Source: an optimization exercise on an open RTL-to-GDS flow (aim: small area). Production flows keep margins and buffers that such runs may drop. Function was checked by simulation only, so behaviour that the tests miss may differ from the original. No driver is modelled on the clock port, so clocking that relies on it looks cheaper here than on a real chip. Power and IR drop assume default switching activity.

==> design/flow/design.v <==
package pd_pkg;
  typedef enum logic [1:0] {
    IDLE,
    RUN,
    HOLD
  } pd_state_t;
  localparam int PD_PIPE_LATENCY = 4;
  localparam int OVR_W = 16;
endpackage
module pd_pipeline (
  input  logic [25:0] r_q,
  input  logic [18:0] e_q,
  input  logic [2:0]  da0, da1, db0, db1,    
  input  logic [27:0] s_q,
  input  logic [1:0]  cf_q,
  input  logic        cut_q,
  output logic [3:0]  res,
  output logic [27:0] s_n,
  output logic [1:0]  cf_n,
  output logic [25:0] isum,
  output logic        cut_d,
  output logic [27:0] s_init
);
  assign s_init = 28'h1580000;
  logic [27:0] ix;
  logic [20:0] ex;
  assign ix = {{2{r_q[25]}}, r_q};
  assign ex = {{2{e_q[18]}}, e_q};
  logic [26:0] a0_p;
  logic a0_neg;
  assign a0_neg = da0[2];
  assign a0_p = (({27{da0[0]}} & ix[26:0]) | ({27{da0[1]}} & {ix[25:0], 1'b0})) ^ {27{da0[2]}};
  logic [26:0] a1_p;
  logic a1_neg;
  assign a1_neg = da1[2];
  assign a1_p = (({27{da1[0]}} & ix[26:0]) | ({27{da1[1]}} & {ix[25:0], 1'b0})) ^ {27{da1[2]}};
  logic [19:0] b0_p;
  logic b0_neg;
  assign b0_neg = db0[2];
  assign b0_p = (({20{db0[0]}} & ex[19:0]) | ({20{db0[1]}} & {ex[18:0], 1'b0})) ^ {20{db0[2]}};
  logic [19:0] b1_p;
  logic b1_neg;
  assign b1_neg = db1[2];
  assign b1_p = (({20{db1[0]}} & ex[19:0]) | ({20{db1[1]}} & {ex[18:0], 1'b0})) ^ {20{db1[2]}};
  logic s1, c2, s3, c4, s5, c6, s7, c8, s9, c10, s11, c12;
  logic s13, c14, s15, c16, s17, c18, s19, c20, s21, c22, s23, c24;
  logic s25, c26, s27, c28, s29, c30, s31, c32, s33, c34, s35, c36;
  logic s37, c38, s39, c40, s41, c42, s43, c44, s45, c46, s47, c48;
  logic s49, c50, s51, c52, s53, c54, s55, c56, s57, c58, s59, c60;
  logic s61, c62, s63, c64, s65, c66, s67, c68, s69, c70, s71, c72;
  logic s73, c74, s75, c76, s77, c78, s79, c80, s81, c82, s83, c84;
  logic s85, c86, s87, c88, s89, c90, s91, c92, s93, c94, s95, c96;
  logic s97, c98, s99, c100, s101, c102, s103, c104, s105, c106, s107, c108;
  logic s109, c110, s111, c112, s113, c114, s115, c116, s117, c118, s119, c120;
  logic s121, c122, s123, c124, s125, c126, m127, m128, m129, m130, m131, s132;
  logic c133, s134, c135, s136, c137, s138, c139, s140, c141, s142, c143, s144;
  logic c145, s146, c147, s148, c149, s150, c151, s152, c153, s154, c155, s156;
  logic c157, s158, c159, s160, c161, s162, c163, s164, c165, s166, c167, s168;
  logic c169, s170, c171, s172, c173, s174, c175, s176, c177, s178, c179, s180;
  logic c181, s182, c183, s184, c185, s186, c187, s188, c189, s190, c191, s192;
  logic c193, s194, c195, s196, c197, s198, c199, s200, c201, s202, c203, s204;
  logic c205, s206, c207, s208, c209, s210, c211, s212, c213, s214, c215, s216;
  logic c217, s218, c219, s220, c221, s222, c223, s224, c225, s226, c227, s228;
  logic c229, s230, c231, s232, c233, s234, c235, s236, c237, s238, c239, s240;
  logic c241, s242, c243, s244, c245, s246, c247, s248, c249, s250, c251, s252;
  logic c253, s254, c255, s256, c257, s258, c259, s260, c261;
  assign s1 = a0_neg ^ b0_neg ^ s_q[0];
  assign c2 = (a0_neg & b0_neg) | (a0_neg & s_q[0]) | (b0_neg & s_q[0]);
  assign s3 = a0_p[0] ^ b0_p[0] ^ s1;
  assign c4 = (a0_p[0] & b0_p[0]) | (a0_p[0] & s1) | (b0_p[0] & s1);
  assign s5 = a0_p[1] ^ c2 ^ s_q[1];
  assign c6 = (a0_p[1] & c2) | (a0_p[1] & s_q[1]) | (c2 & s_q[1]);
  assign s7 = b0_p[1] ^ c4 ^ s5;
  assign c8 = (b0_p[1] & c4) | (b0_p[1] & s5) | (c4 & s5);
  assign s9 = a1_neg ^ b1_neg ^ s_q[2];
  assign c10 = (a1_neg & b1_neg) | (a1_neg & s_q[2]) | (b1_neg & s_q[2]);
  assign s11 = a0_p[2] ^ a1_p[0] ^ b0_p[2];
  assign c12 = (a0_p[2] & a1_p[0]) | (a0_p[2] & b0_p[2]) | (a1_p[0] & b0_p[2]);
  assign s13 = b1_p[0] ^ c6 ^ s9;
  assign c14 = (b1_p[0] & c6) | (b1_p[0] & s9) | (c6 & s9);
  assign s15 = c8 ^ s11 ^ s13;
  assign c16 = (c8 & s11) | (c8 & s13) | (s11 & s13);
  assign s17 = a0_p[3] ^ c10 ^ s_q[3];
  assign c18 = (a0_p[3] & c10) | (a0_p[3] & s_q[3]) | (c10 & s_q[3]);
  assign s19 = a1_p[1] ^ b0_p[3] ^ b1_p[1];
  assign c20 = (a1_p[1] & b0_p[3]) | (a1_p[1] & b1_p[1]) | (b0_p[3] & b1_p[1]);
  assign s21 = c12 ^ s17 ^ s19;
  assign c22 = (c12 & s17) | (c12 & s19) | (s17 & s19);
  assign s23 = c14 ^ c16 ^ s21;
  assign c24 = (c14 & c16) | (c14 & s21) | (c16 & s21);
  assign s25 = a0_p[4] ^ a1_p[2] ^ s_q[4];
  assign c26 = (a0_p[4] & a1_p[2]) | (a0_p[4] & s_q[4]) | (a1_p[2] & s_q[4]);
  assign s27 = b0_p[4] ^ b1_p[2] ^ c18;
  assign c28 = (b0_p[4] & b1_p[2]) | (b0_p[4] & c18) | (b1_p[2] & c18);
  assign s29 = c20 ^ c22 ^ s25;
  assign c30 = (c20 & c22) | (c20 & s25) | (c22 & s25);
  assign s31 = c24 ^ s27 ^ s29;
  assign c32 = (c24 & s27) | (c24 & s29) | (s27 & s29);
  assign s33 = a0_p[5] ^ a1_p[3] ^ s_q[5];
  assign c34 = (a0_p[5] & a1_p[3]) | (a0_p[5] & s_q[5]) | (a1_p[3] & s_q[5]);
  assign s35 = b0_p[5] ^ b1_p[3] ^ c26;
  assign c36 = (b0_p[5] & b1_p[3]) | (b0_p[5] & c26) | (b1_p[3] & c26);
  assign s37 = c28 ^ s33 ^ s35;
  assign c38 = (c28 & s33) | (c28 & s35) | (s33 & s35);
  assign s39 = c30 ^ c32 ^ s37;
  assign c40 = (c30 & c32) | (c30 & s37) | (c32 & s37);
  assign s41 = a0_p[6] ^ a1_p[4] ^ s_q[6];
  assign c42 = (a0_p[6] & a1_p[4]) | (a0_p[6] & s_q[6]) | (a1_p[4] & s_q[6]);
  assign s43 = b0_p[6] ^ b1_p[4] ^ c34;
  assign c44 = (b0_p[6] & b1_p[4]) | (b0_p[6] & c34) | (b1_p[4] & c34);
  assign s45 = c36 ^ s41 ^ s43;
  assign c46 = (c36 & s41) | (c36 & s43) | (s41 & s43);
  assign s47 = c38 ^ c40 ^ s45;
  assign c48 = (c38 & c40) | (c38 & s45) | (c40 & s45);
  assign s49 = a0_p[7] ^ a1_p[5] ^ s_q[7];
  assign c50 = (a0_p[7] & a1_p[5]) | (a0_p[7] & s_q[7]) | (a1_p[5] & s_q[7]);
  assign s51 = b0_p[7] ^ b1_p[5] ^ c42;
  assign c52 = (b0_p[7] & b1_p[5]) | (b0_p[7] & c42) | (b1_p[5] & c42);
  assign s53 = c44 ^ s49 ^ s51;
  assign c54 = (c44 & s49) | (c44 & s51) | (s49 & s51);
  assign s55 = c46 ^ c48 ^ s53;
  assign c56 = (c46 & c48) | (c46 & s53) | (c48 & s53);
  assign s57 = a0_p[8] ^ a1_p[6] ^ s_q[8];
  assign c58 = (a0_p[8] & a1_p[6]) | (a0_p[8] & s_q[8]) | (a1_p[6] & s_q[8]);
  assign s59 = b0_p[8] ^ b1_p[6] ^ c50;
  assign c60 = (b0_p[8] & b1_p[6]) | (b0_p[8] & c50) | (b1_p[6] & c50);
  assign s61 = c52 ^ s57 ^ s59;
  assign c62 = (c52 & s57) | (c52 & s59) | (s57 & s59);
  assign s63 = c54 ^ c56 ^ s61;
  assign c64 = (c54 & c56) | (c54 & s61) | (c56 & s61);
  assign s65 = a0_p[9] ^ a1_p[7] ^ s_q[9];
  assign c66 = (a0_p[9] & a1_p[7]) | (a0_p[9] & s_q[9]) | (a1_p[7] & s_q[9]);
  assign s67 = b0_p[9] ^ b1_p[7] ^ c58;
  assign c68 = (b0_p[9] & b1_p[7]) | (b0_p[9] & c58) | (b1_p[7] & c58);
  assign s69 = c60 ^ s65 ^ s67;
  assign c70 = (c60 & s65) | (c60 & s67) | (s65 & s67);
  assign s71 = c62 ^ c64 ^ s69;
  assign c72 = (c62 & c64) | (c62 & s69) | (c64 & s69);
  assign s73 = a0_p[10] ^ a1_p[8] ^ s_q[10];
  assign c74 = (a0_p[10] & a1_p[8]) | (a0_p[10] & s_q[10]) | (a1_p[8] & s_q[10]);
  assign s75 = b0_p[10] ^ b1_p[8] ^ c66;
  assign c76 = (b0_p[10] & b1_p[8]) | (b0_p[10] & c66) | (b1_p[8] & c66);
  assign s77 = c68 ^ s73 ^ s75;
  assign c78 = (c68 & s73) | (c68 & s75) | (s73 & s75);
  assign s79 = c70 ^ c72 ^ s77;
  assign c80 = (c70 & c72) | (c70 & s77) | (c72 & s77);
  assign s81 = a0_p[11] ^ a1_p[9] ^ s_q[11];
  assign c82 = (a0_p[11] & a1_p[9]) | (a0_p[11] & s_q[11]) | (a1_p[9] & s_q[11]);
  assign s83 = b0_p[11] ^ b1_p[9] ^ c74;
  assign c84 = (b0_p[11] & b1_p[9]) | (b0_p[11] & c74) | (b1_p[9] & c74);
  assign s85 = c76 ^ s81 ^ s83;
  assign c86 = (c76 & s81) | (c76 & s83) | (s81 & s83);
  assign s87 = c78 ^ c80 ^ s85;
  assign c88 = (c78 & c80) | (c78 & s85) | (c80 & s85);
  assign s89 = a0_p[12] ^ cf_q[0] ^ s_q[12];
  assign c90 = (a0_p[12] & cf_q[0]) | (a0_p[12] & s_q[12]) | (cf_q[0] & s_q[12]);
  assign s91 = a1_p[10] ^ b0_p[12] ^ b1_p[10];
  assign c92 = (a1_p[10] & b0_p[12]) | (a1_p[10] & b1_p[10]) | (b0_p[12] & b1_p[10]);
  assign s93 = c82 ^ s89 ^ s91;
  assign c94 = (c82 & s89) | (c82 & s91) | (s89 & s91);
  assign s95 = c84 ^ c86 ^ s93;
  assign c96 = (c84 & c86) | (c84 & s93) | (c86 & s93);
  assign s97 = a0_p[13] ^ a1_p[11] ^ s_q[13];
  assign c98 = (a0_p[13] & a1_p[11]) | (a0_p[13] & s_q[13]) | (a1_p[11] & s_q[13]);
  assign s99 = b0_p[13] ^ b1_p[11] ^ c90;
  assign c100 = (b0_p[13] & b1_p[11]) | (b0_p[13] & c90) | (b1_p[11] & c90);
  assign s101 = c92 ^ c94 ^ s97;
  assign c102 = (c92 & c94) | (c92 & s97) | (c94 & s97);
  assign s103 = c96 ^ s101 ^ s99;
  assign c104 = (c96 & s101) | (c96 & s99) | (s101 & s99);
  assign s105 = a0_p[14] ^ a1_p[12] ^ s_q[14];
  assign c106 = (a0_p[14] & a1_p[12]) | (a0_p[14] & s_q[14]) | (a1_p[12] & s_q[14]);
  assign s107 = b0_p[14] ^ b1_p[12] ^ c98;
  assign c108 = (b0_p[14] & b1_p[12]) | (b0_p[14] & c98) | (b1_p[12] & c98);
  assign s109 = c100 ^ s105 ^ s107;
  assign c110 = (c100 & s105) | (c100 & s107) | (s105 & s107);
  assign s111 = c102 ^ c104 ^ s109;
  assign c112 = (c102 & c104) | (c102 & s109) | (c104 & s109);
  assign s113 = a0_p[15] ^ a1_p[13] ^ s_q[15];
  assign c114 = (a0_p[15] & a1_p[13]) | (a0_p[15] & s_q[15]) | (a1_p[13] & s_q[15]);
  assign s115 = b0_p[15] ^ b1_p[13] ^ c106;
  assign c116 = (b0_p[15] & b1_p[13]) | (b0_p[15] & c106) | (b1_p[13] & c106);
  assign s117 = c108 ^ s113 ^ s115;
  assign c118 = (c108 & s113) | (c108 & s115) | (s113 & s115);
  assign s119 = c110 ^ c112 ^ s117;
  assign c120 = (c110 & c112) | (c110 & s117) | (c112 & s117);
  assign s121 = s103 ^ s95;
  assign c122 = s103 & s95;
  assign s123 = c122 ^ s111;
  assign c124 = c122 & s111;
  assign s125 = c124 ^ s119;
  assign c126 = c124 & s119;
  assign m127 = c88 ? ~s95 : s95;
  assign m128 = c88 ? s121 : s103;
  assign m129 = c88 ? s123 : s111;
  assign m130 = c88 ? s125 : s119;
  assign m131 = c88 ? c126 : 1'b0;
  assign s132 = a0_p[16] ^ a1_p[14] ^ s_q[16];
  assign c133 = (a0_p[16] & a1_p[14]) | (a0_p[16] & s_q[16]) | (a1_p[14] & s_q[16]);
  assign s134 = b0_p[16] ^ b1_p[14] ^ c114;
  assign c135 = (b0_p[16] & b1_p[14]) | (b0_p[16] & c114) | (b1_p[14] & c114);
  assign s136 = c116 ^ s132 ^ s134;
  assign c137 = (c116 & s132) | (c116 & s134) | (s132 & s134);
  assign s138 = c118 ^ c120 ^ s136;
  assign c139 = (c118 & c120) | (c118 & s136) | (c120 & s136);
  assign s140 = a0_p[17] ^ a1_p[15] ^ s_q[17];
  assign c141 = (a0_p[17] & a1_p[15]) | (a0_p[17] & s_q[17]) | (a1_p[15] & s_q[17]);
  assign s142 = b0_p[17] ^ b1_p[15] ^ c133;
  assign c143 = (b0_p[17] & b1_p[15]) | (b0_p[17] & c133) | (b1_p[15] & c133);
  assign s144 = c135 ^ s140 ^ s142;
  assign c145 = (c135 & s140) | (c135 & s142) | (s140 & s142);
  assign s146 = c137 ^ c139 ^ s144;
  assign c147 = (c137 & c139) | (c137 & s144) | (c139 & s144);
  assign s148 = a0_p[18] ^ a1_p[16] ^ s_q[18];
  assign c149 = (a0_p[18] & a1_p[16]) | (a0_p[18] & s_q[18]) | (a1_p[16] & s_q[18]);
  assign s150 = b0_p[18] ^ b1_p[16] ^ c141;
  assign c151 = (b0_p[18] & b1_p[16]) | (b0_p[18] & c141) | (b1_p[16] & c141);
  assign s152 = c143 ^ s148 ^ s150;
  assign c153 = (c143 & s148) | (c143 & s150) | (s148 & s150);
  assign s154 = c145 ^ c147 ^ s152;
  assign c155 = (c145 & c147) | (c145 & s152) | (c147 & s152);
  assign s156 = a0_p[19] ^ a1_p[17] ^ s_q[19];
  assign c157 = (a0_p[19] & a1_p[17]) | (a0_p[19] & s_q[19]) | (a1_p[17] & s_q[19]);
  assign s158 = b1_p[17] ^ c149 ^ ~b0_p[19];
  assign c159 = (b1_p[17] & c149) | (b1_p[17] & ~b0_p[19]) | (c149 & ~b0_p[19]);
  assign s160 = c151 ^ s156 ^ s158;
  assign c161 = (c151 & s156) | (c151 & s158) | (s156 & s158);
  assign s162 = c153 ^ c155 ^ s160;
  assign c163 = (c153 & c155) | (c153 & s160) | (c155 & s160);
  assign s164 = a0_p[20] ^ cf_q[1] ^ s_q[20];
  assign c165 = (a0_p[20] & cf_q[1]) | (a0_p[20] & s_q[20]) | (cf_q[1] & s_q[20]);
  assign s166 = a1_p[18] ^ b1_p[18] ^ c157;
  assign c167 = (a1_p[18] & b1_p[18]) | (a1_p[18] & c157) | (b1_p[18] & c157);
  assign s168 = c159 ^ s164 ^ s166;
  assign c169 = (c159 & s164) | (c159 & s166) | (s164 & s166);
  assign s170 = c161 ^ c163 ^ s168;
  assign c171 = (c161 & c163) | (c161 & s168) | (c163 & s168);
  assign s172 = a0_p[21] ^ a1_p[19] ^ s_q[21];
  assign c173 = (a0_p[21] & a1_p[19]) | (a0_p[21] & s_q[21]) | (a1_p[19] & s_q[21]);
  assign s174 = c165 ^ s172 ^ ~b1_p[19];
  assign c175 = (c165 & s172) | (c165 & ~b1_p[19]) | (s172 & ~b1_p[19]);
  assign s176 = c167 ^ c169 ^ s174;
  assign c177 = (c167 & c169) | (c167 & s174) | (c169 & s174);
  assign s178 = c171 ^ s176;
  assign c179 = c171 & s176;
  assign s180 = a0_p[22] ^ a1_p[20] ^ s_q[22];
  assign c181 = (a0_p[22] & a1_p[20]) | (a0_p[22] & s_q[22]) | (a1_p[20] & s_q[22]);
  assign s182 = c173 ^ c175 ^ s180;
  assign c183 = (c173 & c175) | (c173 & s180) | (c175 & s180);
  assign s184 = c177 ^ c179 ^ s182;
  assign c185 = (c177 & c179) | (c177 & s182) | (c179 & s182);
  assign s186 = a0_p[23] ^ a1_p[21] ^ s_q[23];
  assign c187 = (a0_p[23] & a1_p[21]) | (a0_p[23] & s_q[23]) | (a1_p[21] & s_q[23]);
  assign s188 = c181 ^ c183 ^ s186;
  assign c189 = (c181 & c183) | (c181 & s186) | (c183 & s186);
  assign s190 = c185 ^ s188;
  assign c191 = c185 & s188;
  assign s192 = a0_p[24] ^ a1_p[22] ^ s_q[24];
  assign c193 = (a0_p[24] & a1_p[22]) | (a0_p[24] & s_q[24]) | (a1_p[22] & s_q[24]);
  assign s194 = c187 ^ c189 ^ s192;
  assign c195 = (c187 & c189) | (c187 & s192) | (c189 & s192);
  assign s196 = a0_p[25] ^ a1_p[23] ^ s_q[25];
  assign c197 = (a0_p[25] & a1_p[23]) | (a0_p[25] & s_q[25]) | (a1_p[23] & s_q[25]);
  assign s198 = c193 ^ c195 ^ s196;
  assign c199 = (c193 & c195) | (c193 & s196) | (c195 & s196);
  assign s200 = a1_p[24] ^ s_q[26] ^ ~a0_p[26];
  assign c201 = (a1_p[24] & s_q[26]) | (a1_p[24] & ~a0_p[26]) | (s_q[26] & ~a0_p[26]);
  assign s202 = c197 ^ c199 ^ s200;
  assign c203 = (c197 & c199) | (c197 & s200) | (c199 & s200);
  assign s204 = a1_p[25] ^ c201 ^ s_q[27];
  assign c205 = (a1_p[25] & c201) | (a1_p[25] & s_q[27]) | (c201 & s_q[27]);
  assign s206 = c203 ^ s204;
  assign c207 = c203 & s204;
  assign s208 = c205 ^ c207 ^ ~a1_p[26];
  assign c209 = (c205 & c207) | (c205 & ~a1_p[26]) | (c207 & ~a1_p[26]);
  assign res[0] = s3;
  assign res[1] = s7;
  assign res[2] = s15;
  assign res[3] = s23;
  assign s_n[0] = s31;
  assign s_n[1] = s39;
  assign s_n[2] = s47;
  assign s_n[3] = s55;
  assign s_n[4] = s63;
  assign s_n[5] = s71;
  assign s_n[6] = s79;
  assign s_n[7] = s87;
  assign s_n[8] = m127;
  assign s_n[9] = m128;
  assign s_n[10] = m129;
  assign s_n[11] = m130;
  assign s_n[12] = s138;
  assign s_n[13] = s146;
  assign s_n[14] = s154;
  assign s_n[15] = s162;
  assign s_n[16] = s170;
  assign s_n[17] = s178;
  assign s_n[18] = s184;
  assign s_n[19] = s190;
  assign s_n[20] = s194;
  assign s_n[21] = s198;
  assign s_n[22] = s202;
  assign s_n[23] = s206;
  assign s_n[24] = s208;
  assign s_n[25] = c209;
  assign s_n[26] = 1'b0;
  assign s_n[27] = 1'b0;
  assign cf_n[0] = m131;
  assign cf_n[1] = c191;
  assign s210 = e_q[0] ^ r_q[0];
  assign c211 = e_q[0] & r_q[0];
  assign s212 = c211 ^ e_q[1] ^ r_q[1];
  assign c213 = (c211 & e_q[1]) | (c211 & r_q[1]) | (e_q[1] & r_q[1]);
  assign s214 = c213 ^ e_q[2] ^ r_q[2];
  assign c215 = (c213 & e_q[2]) | (c213 & r_q[2]) | (e_q[2] & r_q[2]);
  assign s216 = c215 ^ e_q[3] ^ r_q[3];
  assign c217 = (c215 & e_q[3]) | (c215 & r_q[3]) | (e_q[3] & r_q[3]);
  assign s218 = c217 ^ e_q[4] ^ r_q[4];
  assign c219 = (c217 & e_q[4]) | (c217 & r_q[4]) | (e_q[4] & r_q[4]);
  assign s220 = c219 ^ e_q[5] ^ r_q[5];
  assign c221 = (c219 & e_q[5]) | (c219 & r_q[5]) | (e_q[5] & r_q[5]);
  assign s222 = c221 ^ e_q[6] ^ r_q[6];
  assign c223 = (c221 & e_q[6]) | (c221 & r_q[6]) | (e_q[6] & r_q[6]);
  assign s224 = c223 ^ e_q[7] ^ r_q[7];
  assign c225 = (c223 & e_q[7]) | (c223 & r_q[7]) | (e_q[7] & r_q[7]);
  assign s226 = c225 ^ e_q[8] ^ r_q[8];
  assign c227 = (c225 & e_q[8]) | (c225 & r_q[8]) | (e_q[8] & r_q[8]);
  assign s228 = c227 ^ e_q[9] ^ r_q[9];
  assign c229 = (c227 & e_q[9]) | (c227 & r_q[9]) | (e_q[9] & r_q[9]);
  assign s230 = c229 ^ e_q[10] ^ r_q[10];
  assign c231 = (c229 & e_q[10]) | (c229 & r_q[10]) | (e_q[10] & r_q[10]);
  assign s232 = c231 ^ e_q[11] ^ r_q[11];
  assign c233 = (c231 & e_q[11]) | (c231 & r_q[11]) | (e_q[11] & r_q[11]);
  assign s234 = c233 ^ e_q[12] ^ r_q[12];
  assign c235 = (c233 & e_q[12]) | (c233 & r_q[12]) | (e_q[12] & r_q[12]);
  assign s236 = cut_q ^ e_q[13] ^ r_q[13];
  assign c237 = (cut_q & e_q[13]) | (cut_q & r_q[13]) | (e_q[13] & r_q[13]);
  assign s238 = c237 ^ e_q[14] ^ r_q[14];
  assign c239 = (c237 & e_q[14]) | (c237 & r_q[14]) | (e_q[14] & r_q[14]);
  assign s240 = c239 ^ e_q[15] ^ r_q[15];
  assign c241 = (c239 & e_q[15]) | (c239 & r_q[15]) | (e_q[15] & r_q[15]);
  assign s242 = c241 ^ e_q[16] ^ r_q[16];
  assign c243 = (c241 & e_q[16]) | (c241 & r_q[16]) | (e_q[16] & r_q[16]);
  assign s244 = c243 ^ e_q[17] ^ r_q[17];
  assign c245 = (c243 & e_q[17]) | (c243 & r_q[17]) | (e_q[17] & r_q[17]);
  assign s246 = c245 ^ e_q[18] ^ r_q[18];
  assign c247 = (c245 & e_q[18]) | (c245 & r_q[18]) | (e_q[18] & r_q[18]);
  assign s248 = c247 ^ e_q[18] ^ r_q[19];
  assign c249 = (c247 & e_q[18]) | (c247 & r_q[19]) | (e_q[18] & r_q[19]);
  assign s250 = c249 ^ e_q[18] ^ r_q[20];
  assign c251 = (c249 & e_q[18]) | (c249 & r_q[20]) | (e_q[18] & r_q[20]);
  assign s252 = c251 ^ e_q[18] ^ r_q[21];
  assign c253 = (c251 & e_q[18]) | (c251 & r_q[21]) | (e_q[18] & r_q[21]);
  assign s254 = c253 ^ e_q[18] ^ r_q[22];
  assign c255 = (c253 & e_q[18]) | (c253 & r_q[22]) | (e_q[18] & r_q[22]);
  assign s256 = c255 ^ e_q[18] ^ r_q[23];
  assign c257 = (c255 & e_q[18]) | (c255 & r_q[23]) | (e_q[18] & r_q[23]);
  assign s258 = c257 ^ e_q[18] ^ r_q[24];
  assign c259 = (c257 & e_q[18]) | (c257 & r_q[24]) | (e_q[18] & r_q[24]);
  assign s260 = c259 ^ e_q[18] ^ r_q[25];
  assign c261 = (c259 & e_q[18]) | (c259 & r_q[25]) | (e_q[18] & r_q[25]);
  assign isum[0] = s210;
  assign isum[1] = s212;
  assign isum[2] = s214;
  assign isum[3] = s216;
  assign isum[4] = s218;
  assign isum[5] = s220;
  assign isum[6] = s222;
  assign isum[7] = s224;
  assign isum[8] = s226;
  assign isum[9] = s228;
  assign isum[10] = s230;
  assign isum[11] = s232;
  assign isum[12] = s234;
  assign isum[13] = s236;
  assign isum[14] = s238;
  assign isum[15] = s240;
  assign isum[16] = s242;
  assign isum[17] = s244;
  assign isum[18] = s246;
  assign isum[19] = s248;
  assign isum[20] = s250;
  assign isum[21] = s252;
  assign isum[22] = s254;
  assign isum[23] = s256;
  assign isum[24] = s258;
  assign isum[25] = s260;
  assign cut_d = c235;
endmodule
module pd_controller #(
  parameter int INPUT_WIDTH    = 18,
  parameter int OUTPUT_WIDTH   = 32,
  parameter int INTEGRAL_LIMIT = 2**24
) (
  input  logic                    clk,
  input  logic                    rst_n,
  input  logic                    enable,
  input  logic                    clear_integral,
  input  logic [INPUT_WIDTH-1:0]  kp_in,
  input  logic [INPUT_WIDTH-1:0]  ki_in,
  input  logic [INPUT_WIDTH-1:0]  setpoint_in,
  input  logic                    sample_valid,
  input  logic [INPUT_WIDTH-1:0]  sample,
  output logic                    sample_ready,
  output logic                    out_valid,
  input  logic                    out_ready,
  output logic [OUTPUT_WIDTH-1:0] out_data,
  output logic [OUTPUT_WIDTH-1:0] integral_out,
  output logic                    integral_sat,
  output logic                    busy,
  output logic [pd_pkg::OVR_W-1:0] overrun_count
);
  logic [2:0] st;
  logic       idle, hold, running, cyc3, cyc4, en_ok, capture;
  assign idle    = (st == 3'd0);
  assign hold    = (st == 3'd6);
  assign running = !idle && !hold;
  assign cyc3    = (st == 3'd4);
  assign cyc4    = (st == 3'd5);
  assign en_ok   = rst_n && enable;
  assign capture = en_ok && cyc4;
  assign sample_ready = idle && enable;
  assign busy         = !idle;
  assign out_valid    = hold;
  always_ff @(posedge clk) begin
    if (!en_ok)                st <= 3'd0;
    else if (idle)             st <= sample_valid ? 3'd1 : 3'd0;
    else if (hold)             st <= out_ready ? 3'd0 : 3'd6;
    else                       st <= st + 3'd1;
  end
  logic [25:0] rn_q, r_q;    
  logic        zf;
  assign r_q = ~rn_q;
  assign integral_out = zf ? '0 : {{6{r_q[25]}}, r_q};
  logic [17:0] ki_q;      
  logic [17:0] kp_q;      
  logic        kc_q;      
  logic        ip_q, kq_q;   
  logic [18:0] en_q, e_q;   
  assign e_q = ~en_q;
  logic [27:0] s_q;
  logic [1:0]  cf_q;
  logic        cut_q;
  logic [3:0]  res;
  logic [27:0] s_n;
  logic [1:0]  cf_n;
  logic [25:0] isum;
  logic        cut_d;
  logic [27:0] s_init;
  logic [4:0] kib, kb;
  logic [2:0] da0, da1, db0, db1;
  function automatic logic [2:0] benc(input logic [2:0] b);
    benc[0] = b[1] ^ b[0];
    benc[1] = (b[2] & ~b[1] & ~b[0]) | (~b[2] & b[1] & b[0]);
    benc[2] = b[2];
  endfunction
  assign kib = {cyc4 ? {2{ki_q[1]}} : ki_q[3:2], ki_q[1:0], ip_q};
  assign kb  = {kp_q[3:0], kq_q};
  assign da0 = benc(kib[2:0]);
  assign da1 = benc(kib[4:2]);
  assign db0 = benc(kb[2:0]);
  assign db1 = benc(kb[4:2]);
  logic [3:0] ki_nx;
  logic [4:0] kn;    
  logic [3:0] kn_s;
  assign ki_nx = {cyc3 ? {2{ki_q[5]}} : ki_q[7:6], ki_q[5:4]};
  assign kn[0] = kc_q;
  for (genvar i = 0; i < 4; i++) begin : g_kn
    assign kn_s[i]  = ki_nx[i] ^ kp_q[4+i] ^ kn[i];
    assign kn[i+1]  = (ki_nx[i] & kp_q[4+i]) | (ki_nx[i] & kn[i]) | (kp_q[4+i] & kn[i]);
  end
  logic [4:0]  k0;
  logic [18:0] e_in;
  logic [3:0]  k0_s;
  logic [18:0] ex_a, ex_b;
  logic [19:0] e_c;
  assign k0[0] = 1'b0;
  for (genvar i = 0; i < 4; i++) begin : g_k0
    assign k0_s[i] = ki_in[i] ^ kp_in[i] ^ k0[i];
    assign k0[i+1] = (ki_in[i] & kp_in[i]) | (ki_in[i] & k0[i]) | (kp_in[i] & k0[i]);
  end
  assign ex_a   = {sample[17], sample};
  assign ex_b   = ~{setpoint_in[17], setpoint_in};
  assign e_c[0] = 1'b1;
  for (genvar i = 0; i < 19; i++) begin : g_e
    assign e_in[i]   = ex_a[i] ^ ex_b[i] ^ e_c[i];
    assign e_c[i+1]  = (ex_a[i] & ex_b[i]) | (ex_a[i] & e_c[i]) | (ex_b[i] & e_c[i]);
  end
  pd_pipeline u_pipe (
    .r_q   (r_q),
    .e_q   (e_q),
    .da0   (da0),
    .da1   (da1),
    .db0   (db0),
    .db1   (db1),
    .s_q   (s_q),
    .cf_q  (cf_q),
    .cut_q (cut_q),
    .res   (res),
    .s_n   (s_n),
    .cf_n  (cf_n),
    .isum  (isum),
    .cut_d (cut_d),
    .s_init(s_init)
  );
  always_ff @(posedge clk) begin
    if (idle) begin
      ki_q <= ki_in;
      kp_q <= {kp_in[17:4], k0_s};
      kc_q <= k0[4];
      ip_q <= 1'b0;
      kq_q <= 1'b0;
      en_q <= ~e_in;
      s_q  <= s_init;
      cf_q <= '0;
    end else begin
      ki_q <= {res, ki_q[17:4]};
      kp_q <= {{4{kp_q[17]}}, kp_q[17:8], kn_s};
      kc_q <= kn[4];
      ip_q <= ki_q[3];
      kq_q <= kp_q[3];
      s_q  <= s_n;
      cf_q <= cf_n;
    end
    cut_q <= cut_d;
  end
  logic sat, pos_ovf, neg_ovf;
  logic [25:0] clamped;
  assign pos_ovf = !isum[25] && isum[24] && (|isum[23:0]);
  assign neg_ovf = isum[25] && !isum[24];
  assign sat     = pos_ovf || neg_ovf;
  assign clamped = {isum[25], isum[24] | sat, isum[23:0] & {24{!sat}}};
  always_ff @(posedge clk) begin
    if (capture)               rn_q <= ~clamped;
    else if (zf && !running)   rn_q <= '1;
  end
  always_ff @(posedge clk) begin
    if (!en_ok || clear_integral) zf <= 1'b1;
    else if (cyc4)                zf <= 1'b0;
  end
  always_ff @(posedge clk) begin
    if (!en_ok)     integral_sat <= 1'b0;
    else if (cyc4)  integral_sat <= sat;
  end
  always_ff @(posedge clk) begin
    if (!rst_n)        out_data <= '0;
    else if (capture)  out_data <= {s_n[11:0], res, ki_q[17:2]};
  end
  logic [16:0] ov_c;
  logic [15:0] ov_s;
  assign ov_c[0] = enable && sample_valid && !idle && !(&overrun_count);
  for (genvar i = 0; i < 16; i++) begin : g_ov
    assign ov_s[i]   = overrun_count[i] ^ ov_c[i];
    assign ov_c[i+1] = overrun_count[i] & ov_c[i];
  end
  always_ff @(posedge clk) begin
    if (!rst_n) overrun_count <= '0;
    else        overrun_count <= ov_s;
  end
endmodule
==> design/flow/flow/run.sh <==
#!/bin/bash
# Standard layout, with the port buffers made from the smallest buffer cell
# and a clock tree without dummy loads (clkbuf_16 root, clkbuf_8 below).
export BUFFER_PORTS_ARGS="-buffer_cell sky130_fd_sc_hd__buf_1"
export CTS_ARGS="-sink_clustering_enable -repair_clock_nets -dont_use_dummy_load -sink_clustering_size 10 -sink_clustering_max_diameter 40 -sink_clustering_levels 1 -root_buf sky130_fd_sc_hd__clkbuf_16 -buf_list {sky130_fd_sc_hd__clkbuf_8}"
bash standard.sh > standard.log 2>&1
==> design/flow/standard.sh <==
#!/bin/bash
# synth_recipe.tcl (not shown) runs the flow's synth.tcl, then flattens the netlist and writes it again
# the make line also repeats each setting of config.mk as NAME=value (left out here)
make -C /OpenROAD-flow-scripts/flow DESIGN_CONFIG=/design/flow/config.mk WORK_HOME=/design/flow/orfs CLKGATE_MAP_FILE= SYNTH_SCRIPT=/design/flow/synth_recipe.tcl "${@:-finish}"
==> design/flow/config.mk <==
export PLATFORM = sky130hd
export DESIGN_NAME = pd_controller
export DESIGN_NICKNAME = pd_controller
export VERILOG_FILES = /design/flow/design.v
export SDC_FILE = /design/flow/constraint.sdc
export NUM_CORES = 4
export LEC_CHECK = 0
export ABC_AREA = 1
export CAP_MARGIN = 20
export CORE_MARGIN = 2
export CORE_UTILIZATION = 40
export CTS_BUF_LIST = sky130_fd_sc_hd__clkbuf_8 sky130_fd_sc_hd__clkbuf_16
export PLACE_DENSITY = 0.6
export SLEW_MARGIN = 20
==> design/flow/constraint.sdc <==
create_clock -name core_clock -period 10.0 [get_ports {clk}]
set_input_delay 2.0000 -clock core_clock [delete_from_list [all_inputs] [get_ports {clk}]]
set_output_delay 2.0000 -clock core_clock [all_outputs]
set_load 0.01 [all_outputs]
==> results of run 1 <==
==> cells in the final DEF, fill, tap and decap left out, drive strengths merged <==
| cell type | Yosys | layout |
|---|---|---|
| nor2 | 72 | 72 |
| edfxtp | 46 | 46 |
| o22ai | 61 | 61 |
| a211o | 1 | 1 |
| fa | 143 | 143 |
| xor2 | 67 | 67 |
| nand2 | 348 | 348 |
| a21oi | 16 | 16 |
| nand3 | 42 | 42 |
| clkinv | 2 | 2 |
| clkbuf | 25 | 18 |
| inv | 216 | 216 |
| nor4 | 1 | 1 |
| ha | 30 | 30 |
| or2 | 5 | 5 |
| dfxtp | 120 | 120 |
| mux2i | 5 | 5 |
| buf | 32 | 173 |
| o21ai | 43 | 43 |
| nand3b | 1 | 1 |
| and2 | 1 | 1 |
| o2111ai | 1 | 1 |
| nand4 | 6 | 6 |
==> flip-flops by register name (all words and copies together) (netlist names), 2 cells and up <==
| signal | cells |
|---|---|
| overrun_count | 16 |
| out_data | 32 |
| rn_q | 26 |
| ki_q | 18 |
| kp_q | 18 |
| cf_q | 2 |
| st | 3 |
| s_q | 26 |
| en_q | 19 |
==> report_power, final <==
part	total [uW]	internal, uW	switching (uW)	leakage (uW)
Sequential	810	752	58.1	0.00139
Combinational	1990	863	1130	0.00440
Clock	381	161	220	0.000127
==> per-stage QoR <==
| stage | hold slack (ns) | area (sq um) |
|---|---|---|
| finish | 0.399 | 12600 |
| global route | 0.398 | 12600 |
| CTS | 0.399 | 12600 |
| detailed placement | 0.403 | 12300 |
| global placement | 0.399 | 12300 |
| floorplan | 0.396 | 11400 |
==> layer usage <==
metal | GRT usage | up-vias | wire (um)
li1 | - | 4189 | -
met1 | 0.246 | 4096 | 12300
met2 | 0.311 | 198 | 12600
met3 | 0.0325 | 25 | 1160
met4 | 0.0470 | 0 | 377
met5 | 0 | - | 0
==> kinds of logic (layout without fill, tap and decap cells) <==
group	Yosys count	after routing	share of synthesized area
buffers and inverters	275	409	0.0980
AO/OA/AOI/OAI	122	122	0.0631
AND/OR/NAND/NOR	476	476	0.169
flip-flops	166	166	0.331
multiplexers	5	5	0.00438
adder cells (fa/ha/maj)	173	173	0.283
XOR/XNOR	67	67	0.0514
==> area by class of cell <==
class,count,area share
Timing Repair Buffer,174,0.0560
Sequential cell,166,0.301
Inverter,218,0.0652
Clock buffer,17,0.0195
Multi-Input combinational cell,843,0.520
Tap cell,378,0.0377
==> path summary, 6_finish.rpt <==
path              startpoint                   endpoint  slack, ns  depth (start not counted)
max                sample[0]         en_q[17]$_DFFE_PP_       1.10                         22
min          kp_q[8]$_DFF_P_            kp_q[4]$_DFF_P_       0.40                          2
max reg2reg  kp_q[1]$_DFF_P_  out_data[31]$_SDFFE_PN0P_       2.46                         19
min reg2reg  kp_q[8]$_DFF_P_            kp_q[4]$_DFF_P_       0.40                          2
==> worst max-delay path: stages <==
cell and delay (ns):
buf_1 0.07, inv_1 0.05, ha_1 0.13, inv_1 0.05, fa_1 0.37, fa_1 0.39
fa_1 0.39, fa_1 0.39, fa_1 0.41, fa_1 0.41, fa_1 0.39, fa_1 0.39
fa_1 0.38, fa_1 0.41, fa_1 0.39, fa_1 0.40, fa_1 0.39, fa_1 0.40
fa_1 0.39, fa_1 0.37, inv_1 0.07, fa_1 0.39
==> impl_metrics.yaml, run 1 <==
synth:
  synth_edf_count: 46
  mapped_avg_cell_area_sq_um: 8.90
  synth_most_common_cell: "nand2_1"
  synthDominantCellAreaShare: 0.251
  synth_cells: 1284
  yosys_register_bits: 166
  ys_top_cells_by_count: "nand2_1, inv_1, fa_1, dfxtp_1, nor2_1"
  synthArstFlopShare: 0
  mapped_area_sq_um: 11400
  synth_warn: 1
  syn_nets: 1535
  postSynth.topFlopCell: "dfxtp_1"
  yosysSeqAreaShare: 0.331
  synth_top_area_cell: "fa_1"
  post_synth_num_cell_types: 34
  synth.area.top_cells: "fa_1, dfxtp_1, edfxtp_1, nand2_1, inv_1"
clock_network:
  post-cts-setup-buffers: 0
  cts-root-buf: "clkbuf_16"
  numCtsBuffers: 17
  holdBufCountCts: 0
  post_cts_resize_count: 0
  cts_sinks: 166
  cts_tree: "built"
  clk-insertion-delay-late_ns: 0.41
  cts.path.max_buffers: 2
  ctsHtreeMaxLevel: 4
  cts.clk_slew.worst_paths_ns: 0.12
sta:
  report.final.setup_viol: 0
  finalCriticalPeriod_ns: 8.90
  fin_tns_setup_ns: 0
  final_max_slew_viol_count: 0
  worst_clock_skew_ns: 0.0432
  rsz0062_at_grt: "false"
  timing_hold_violations_final: 0
  setup_ws_ns: 1.10
  fmax_ghz: 0.112
  worst_slew_pin_slew_ns: 0.992
  maxSlewHeadroom: 0.339
  min_period_over_period: 0.890
routing:
  via_per_inst: 4.74
  vias: 8508
  dr.pass1.iters: 5
  drt_first_iter_violations: 487
  drc: 0
  wirelength_um: 26500
  number_of_nets_with_antenna_violations_after_routing: 0
  routedWlPerCell_um: 14.7
layout:
  ff_latch_area_sq_um: 3780
  multi_input_gate_area_sq_um: 6540
  area_growth_pct: 9.93
  finish.utilization: 0.450
  post_layout_nonfiller_instances: 1796
  drive_gt1_frac: 0.0437
  design.final.nets: 1671
  fillers: 2808
  num_antenna_cells: 0
global_route:
  grtUsageTotal: 0.184
  grt_max_degree: 88
  grt_pass1_wl_um: 43900
  first_global_vias: 8506
  grt_overflow_total: 0
  grt_antenna_before_repair: 0
power:
  irDropWorstVdd_uv: 219
  power-per-cell-area_nw_per_um2: 253
  static-leakage-power_uw: 0.00592
  power_uw: 3180
critical_path:
  data_required_time_at_the_worst_endpoint_ns: 10.12
  cp-start-kind: "input port"
  crit_fanout: 1
  crit_arrival_ns: 9.02
  critical_path_class: "in2reg"
  worstSetupEndpointType: "flop"
floorplanning:
  die-area_sq_um: 29900
  die-height_um: 173
  io_pins: 162
  placement_row_count: 61
  floorplan.initialDensity: 0.409
  chip_width_um: 173
  fp.coreArea_sq_um: 27900
placed_design:
  final_gp_congestion: 0.818
  placement.io_buffers: 161
  dpl_worst_slack_ns: 0.597
  dp_cells: 1779
  hpwl_um: 19800
min_path:
  holdCritPathClass: "reg2reg"
status:
  outcome: "timing/DRC/antenna clean"
run:
  max_cap_viol_count: 0
==> run 2, diff against run 1 <==
==> design/flow/flow/run.sh (replaced) <==
#!/bin/bash
# Standard layout, with the port buffers made from the smallest buffer cell
# and a clock tree without dummy loads.
export BUFFER_PORTS_ARGS="-buffer_cell sky130_fd_sc_hd__buf_1"
export CTS_ARGS="-sink_clustering_enable -repair_clock_nets -dont_use_dummy_load -buf_list {sky130_fd_sc_hd__clkbuf_8 sky130_fd_sc_hd__clkbuf_16}"
bash standard.sh > standard.log 2>&1
==> run 2 against run 1 <==
Hold slack gained 0.0076 ns. Sequential power hardly changed. Non-clock buffer count did not move. Worst setup slack better by 0.043 ns. Total power grew 5.3%. Routed wire length is 0.43% higher. Still clean. Sequential share of layout area down 0.43 points. Maximum frequency increased by 0.49%. Register-to-register slack worse by 0.06 ns. Utilization up 0.65 points.
==> impl_metrics.yaml, run 2 <==
synth:
  syn_nets: 1535
  yosys_register_bits: 166
  mapped_avg_cell_area_sq_um: 8.90
  yosysSeqAreaShare: 0.331
  synthDominantCellAreaShare: 0.251
  postSynth.topFlopCell: "dfxtp_1"
  mapped_area_sq_um: 11400
  synthArstFlopShare: 0
  synth_edf_count: 46
  synth_warn: 1
  synth.area.top_cells: "fa_1, dfxtp_1, edfxtp_1, nand2_1, inv_1"
  synth_top_area_cell: "fa_1"
  synth_cells: 1284
  post_synth_num_cell_types: 34
  ys_top_cells_by_count: "nand2_1, inv_1, fa_1, dfxtp_1, nor2_1"
  synth_most_common_cell: "nand2_1"
run:
  max_cap_viol_count: 0
floorplanning:
  placement_row_count: 61
  die-height_um: 173
  io_pins: 162
  chip_width_um: 173
  die-area_sq_um: 29900
  fp.coreArea_sq_um: 27900
  floorplan.initialDensity: 0.409
clock_network:
  cts_sinks: 166
  cts-root-buf: "clkbuf_16"
  post-cts-setup-buffers: 0
  post_cts_resize_count: 0
  ctsHtreeMaxLevel: 4
  numCtsBuffers: 17
  cts.path.max_buffers: 2
  holdBufCountCts: 0
  cts_tree: "built"
  clk-insertion-delay-late_ns: 0.44
  cts.clk_slew.worst_paths_ns: 0.08
critical_path:
  worstSetupEndpointType: "flop"
  crit_arrival_ns: 9.02
  crit_fanout: 1
  data_required_time_at_the_worst_endpoint_ns: 10.17
  cp-start-kind: "input port"
  critical_path_class: "in2reg"
power:
  power-per-cell-area_nw_per_um2: 263
  irDropWorstVdd_uv: 216
  static-leakage-power_uw: 0.00600
sta:
  maxSlewHeadroom: 0.341
  finalCriticalPeriod_ns: 8.86
  final_max_slew_viol_count: 0
  min_period_over_period: 0.886
  worst_slew_pin_slew_ns: 0.988
  report.final.setup_viol: 0
  rsz0062_at_grt: "false"
  worst_clock_skew_ns: 0.0295
  fin_tns_setup_ns: 0
  setup_ws_ns: 1.14
  timing_hold_violations_final: 0
  fmax_ghz: 0.113
placed_design:
  hpwl_um: 19800
  placement.io_buffers: 161
  dpl_worst_slack_ns: 0.597
  final_gp_congestion: 0.818
routing:
  drt_first_iter_violations: 535
  number_of_nets_with_antenna_violations_after_routing: 0
  wirelength_um: 26600
  drc: 0
  vias: 8519
  via_per_inst: 4.74
  dr.pass1.iters: 5
  routedWlPerCell_um: 14.8
layout:
  mostFrequentLayoutCell: "nand2_1"
  area_growth_pct: 11.5
  drive_gt1_frac: 0.0437
  mostFrequentLayoutCells: "nand2_1, inv_1, buf_1"
  num_antenna_cells: 0
  fillers: 2796
  top_regs: "out_data: 32 flops, rn_q: 26 flops, s_q: 26 flops"
  design.final.nets: 1671
  finish.utilization: 0.456
  largest_register_ffs: 32
  registers.top_by_ff_count: "out_data"
global_route:
  grt_max_degree: 88
  grt_overflow_total: 0
  grt_antenna_before_repair: 0
  grt_pass1_wl_um: 44200
  first_global_vias: 8525
  grtUsageTotal: 0.186
min_path:
  holdCritPathClass: "reg2reg"
status:
  outcome: "timing/DRC/antenna clean"
run 2: cell count changes in the layout (fill, tap and decap cells not counted):
cell       change
clkbuf_8      -16
clkbuf_16     +16
run 2: layout make-up:
type                            instances  area (sq um)  area share
Multi-Input combinational cell        843          6540       0.513
Sequential cell                       166          3780       0.297
Inverter                              218           818      0.0642
Timing Repair Buffer                  174           703      0.0552
Tap cell                              378           473      0.0371
Clock buffer                           17           425      0.0334
run 2: worst paths after layout:
check             startpoint                        end  slack [ns]  cells past startpoint
max                sample[0]         en_q[17]$_DFFE_PP_        1.14                     22
min          kp_q[8]$_DFF_P_            kp_q[4]$_DFF_P_        0.41                      2
max reg2reg  kp_q[1]$_DFF_P_  out_data[31]$_SDFFE_PN0P_        2.40                     19
min reg2reg  kp_q[8]$_DFF_P_            kp_q[4]$_DFF_P_        0.41                      2
run 2: metrics by stage:
stage / cell area, sq um / hold WS (ns) / std cells / total power (uW)
5_1_grt: 12700 / 0.406 / 1796 / 3730
2_1_floorplan: 11400 / 0.396 / 1284 / 2310
6_report: 12700 / 0.406 / 1796 / 3350
3_5_place_dp: 12300 / 0.403 / 1779 / 2820
4_1_cts: 12700 / 0.407 / 1796 / 3390
3_3_place_gp: 12300 / 0.399 / 1779 / 2780
run 2: metal layers:
layer / vias up / part of all wire / global-route usage
met5: - / 0 / 0
met4: 0 / 0.013 / 0.0438
met1: 4111 / 0.47 / 0.249
met3: 28 / 0.047 / 0.0330
li1: 4190 / - / -
met2: 190 / 0.47 / 0.313
run 2: logic make-up after synthesis:
family | after synthesis | synth area share
DFF | 166 | 0.331
AOI/OAI and AO/OA | 122 | 0.0631
xor gates and xnor gates | 67 | 0.0514
and+or+nand+nor | 476 | 0.169
adders and majority gates | 173 | 0.283
muxes | 5 | 0.00438
buffers and inverters | 275 | 0.0980
run 2: power by group:
group | internal (uW) | total (uW) | leakage [uW] | switching [uW]
registers | 753 | 811 | 0.00139 | 57.6
logic | 865 | 2000 | 0.00440 | 1140
clock network | 295 | 536 | 0.000209 | 241
run 2: worst max-delay path: stages:
cell and delay [ns]:
buf_1 0.07, inv_1 0.05, ha_1 0.13, inv_1 0.05
fa_1 0.37, fa_1 0.39, fa_1 0.39, fa_1 0.39
fa_1 0.41, fa_1 0.40, fa_1 0.39, fa_1 0.39
fa_1 0.38, fa_1 0.41, fa_1 0.39, fa_1 0.40
fa_1 0.39, fa_1 0.40, fa_1 0.39, fa_1 0.37
inv_1 0.07, fa_1 0.39
==> run 3, diff against run 2 <==
==> design/flow/flow/run.sh (replaced) <==
#!/bin/bash
# Standard layout with three changes: the port buffers use the smallest
# buffer cell; the clock tree has a clkbuf_16 root, clkbuf_8 leaves and no
# dummy loads; after CTS, leaves that drive many flip-flops become clkbuf_16.
export BUFFER_PORTS_ARGS="-buffer_cell sky130_fd_sc_hd__buf_1"
export CTS_ARGS="-sink_clustering_enable -repair_clock_nets -dont_use_dummy_load -root_buf sky130_fd_sc_hd__clkbuf_16 -buf_list {sky130_fd_sc_hd__clkbuf_8}"
export POST_CTS_TCL="$PWD/flow/clk_fix.tcl"
bash standard.sh > standard.log 2>&1
==> design/flow/flow/clk_fix.tcl (new file) <==
# Upsize clock leaf buffers that drive many flip-flops (or see a slow edge)
# so that every flip-flop clock pin keeps a sharp edge.
estimate_parasitics -placement
set changed 0
foreach inst [get_cells -filter "ref_name == sky130_fd_sc_hd__clkbuf_8"] {
  set out [get_pins -of_objects $inst -filter "direction == output"]
  set net [get_nets -of_objects $out]
  set n [llength [get_pins -of_objects $net -filter "direction == input"]]
  set slew [get_property $out slew_max_rise]
  puts "clk_fix: [get_full_name $inst] fanout $n slew $slew"
  if {$n > 14 || $slew > 0.09} {
    replace_cell $inst sky130_fd_sc_hd__clkbuf_16
    incr changed
  }
}
puts "clk_fix: upsized $changed clock buffers"
if {$changed} {
  detailed_placement
  check_placement -verbose
  estimate_parasitics -placement
}
==> run 3 against run 2 <==
Clock power fell by 25%. Largest cell class unchanged. Largest power group unchanged. Still clean on timing, DRC and antenna. Synthesized cell count did not move. Highest routed layer unchanged. Design area fell by 1.2%. Area after synthesis did not move. Die area did not move. Hold slack improved by 0.013 ns. Clock skew fell by 0.010 ns.
==> impl_metrics.yaml, run 3 <==
sta:
  worst_slew_pin_slew_ns: 0.994
  worst_clock_skew_ns: 0.0191
  holdWs_ns: 0.419
  timing_hold_violations_final: 0
  rsz0062_at_grt: "false"
  fmax_ghz: 0.112
  maxSlewHeadroom: 0.337
  report.final.setup_viol: 0
  fin_tns_setup_ns: 0
  finalCriticalPeriod_ns: 8.89
  final_max_slew_viol_count: 0
  setup_ws_ns: 1.11
  min_period_over_period: 0.889
global_route:
  groute.layer.met3.usage: 0.0332
  use_met2: 0.311
  gr-usage-met1: 0.246
  grt_antenna_before_repair: 0
  grt_max_degree: 88
  first_global_vias: 8529
  top_usage_layer: "met2"
  grt_overflow_total: 0
  grtUsageTotal: 0.185
  grt_pass1_wl_um: 44000
synth:
  synthDominantCellAreaShare: 0.251
  syn_nets: 1535
  postSynth.topFlopCell: "dfxtp_1"
  yosys_register_bits: 166
  yosysSeqAreaShare: 0.331
  synth_edf_count: 46
  synth_warn: 1
  synth_cells: 1284
  synth.area.top_cells: "fa_1, dfxtp_1, edfxtp_1, nand2_1, inv_1"
  ys_top_cells_by_count: "nand2_1, inv_1, fa_1, dfxtp_1, nor2_1"
  mapped_avg_cell_area_sq_um: 8.90
  mapped_area_sq_um: 11400
  synthArstFlopShare: 0
  synth_most_common_cell: "nand2_1"
  post_synth_num_cell_types: 34
  synth_top_area_cell: "fa_1"
routing:
  routedWlPerCell_um: 14.7
  drt_first_iter_violations: 503
  dr.pass1.iters: 5
  drc: 0
  wirelength_um: 26400
  vias: 8508
  number_of_nets_with_antenna_violations_after_routing: 0
  via_per_inst: 4.74
power:
  irDropWorstVdd_uv: 218
  power_uw: 3200
  power-per-cell-area_nw_per_um2: 255
  static-leakage-power_uw: 0.00593
layout:
  largest_register_ffs: 32
  area_growth_pct: 10.1
  mostFrequentLayoutCells: "nand2_1, inv_1, buf_1"
  drive_gt1_frac: 0.0437
  num_antenna_cells: 0
  top_regs: "out_data: 32 flops, rn_q: 26 flops, s_q: 26 flops"
  fillers: 2807
  mostFrequentLayoutCell: "nand2_1"
  design.final.nets: 1671
  registers.top_by_ff_count: "out_data"
floorplanning:
  chip_width_um: 173
  die-area_sq_um: 29900
  placement_row_count: 61
  fp.coreArea_sq_um: 27900
  io_pins: 162
  floorplan.initialDensity: 0.409
  die-height_um: 173
critical_path:
  crit_fanout: 1
  critical_path_class: "in2reg"
  cp-start-kind: "input port"
  crit_arrival_ns: 9.02
  data_required_time_at_the_worst_endpoint_ns: 10.13
  worstSetupEndpointType: "flop"
run:
  max_cap_viol_count: 0
clock_network:
  clk-insertion-delay-late_ns: 0.39
  cts_tree: "built"
  cts.clk_slew.worst_paths_ns: 0.09
  cts_sinks: 166
placed_design:
  hpwl_um: 19800
  dpl_worst_slack_ns: 0.597
  final_gp_congestion: 0.818
  placement.io_buffers: 161
min_path:
  holdCritPathClass: "reg2reg"
status:
  outcome: "timing/DRC/antenna clean"
==> run 3: stage by stage <==
stage	std cells	instance area, sq um	utilization
floorplan	1284	11400	-
detailed placement	1779	12300	0.441
global route	1796	12600	0.450
finish	1796	12600	0.450
global placement	1779	12300	0.441
==> run 3: cell type report <==
| type | count | area (sq um) | share of cell area |
|---|---|---|---|
| multi-input cells | 843 | 6540 | 0.519 |
| flip-flops and latches | 166 | 3780 | 0.301 |
| inverters | 218 | 818 | 0.0650 |
| repair buffers | 174 | 703 | 0.0559 |
| well taps | 378 | 473 | 0.0376 |
| clock buffers | 17 | 268 | 0.0213 |
==> run 3: kinds of logic after synthesis <==
kind of cell | share of synthesized area
adder cells (fa/ha/maj) | 0.283
XOR/XNOR | 0.0514
AO/OA/AOI/OAI | 0.0631
multiplexers | 0.00438
AND/OR/NAND/NOR | 0.169
buffers and inverters | 0.0980
flip-flops | 0.331
==> run 3: report_power, final <==
group,internal (uW),switching [uW],total [uW]
Clock,178,222,400
Combinational,865,1130,1990
Sequential,752,58.1,810
==> run 3: worst paths after layout <==
| path | end | cells after the start | slack [ns] | start |
|---|---|---|---|---|
| setup / recovery | en_q[17]$_DFFE_PP_ | 22 | 1.11 | sample[0] |
| hold / removal | kp_q[11]$_DFF_P_ | 2 | 0.42 | kp_q[15]$_DFF_P_ |
| setup reg to reg | out_data[31]$_SDFFE_PN0P_ | 19 | 2.47 | kp_q[1]$_DFF_P_ |
| hold reg to reg | kp_q[11]$_DFF_P_ | 2 | 0.42 | kp_q[15]$_DFF_P_ |
==> run 3: worst max-delay path, stage by stage <==
cell	delay, ns
buf_1	0.07
inv_1	0.05
ha_1	0.13
inv_1	0.05
fa_1	0.37
fa_1	0.39
fa_1	0.39
fa_1	0.39
fa_1	0.41
fa_1	0.41
fa_1	0.39
fa_1	0.39
fa_1	0.38
fa_1	0.41
fa_1	0.39
fa_1	0.40
fa_1	0.39
fa_1	0.40
fa_1	0.39
fa_1	0.37
inv_1	0.07
fa_1	0.39
==> run 3: layer usage <==
metal | vias up | share of wire
met5 | - | 0
met4 | 0 | 0.015
met3 | 26 | 0.044
met2 | 202 | 0.48
met1 | 4088 | 0.47
li1 | 4192 | -

[re-timing with driven ports]
No port has a modelled driver above. Below, the same layouts with a new extraction and two added sets of constraints.
Step 1 (the two cells are an assumption about what drives the block):
set clk [get_ports {clk}]
set_driving_cell -lib_cell sky130_fd_sc_hd__clkbuf_16 $clk
set_driving_cell -lib_cell sky130_fd_sc_hd__buf_2 [delete_from_list [all_inputs] $clk]
Step 2 moves the port delays by t, midway between the first and last clock arrival at a register: inputs arrive t later, outputs are due t later. That takes back most of the time a late clock gives input paths.
Slacks: ideal / step 1 / step 2; pairs: ideal / step 1.
run	shift t [ns]	slack for setup (ns)	worst slew at a driven data input, ns
run 1	0.432	1.101 / 1.121 / 0.689	0.05
run 2	0.474	1.144 / 1.164 / 0.690	0.05
run 3	0.426	1.107 / 1.127 / 0.700	0.05
After both steps every run listed still meets setup and hold. The setup slack of run 2, which loses most, moves by +0.020 ns with the drivers and by -0.454 ns with both steps.
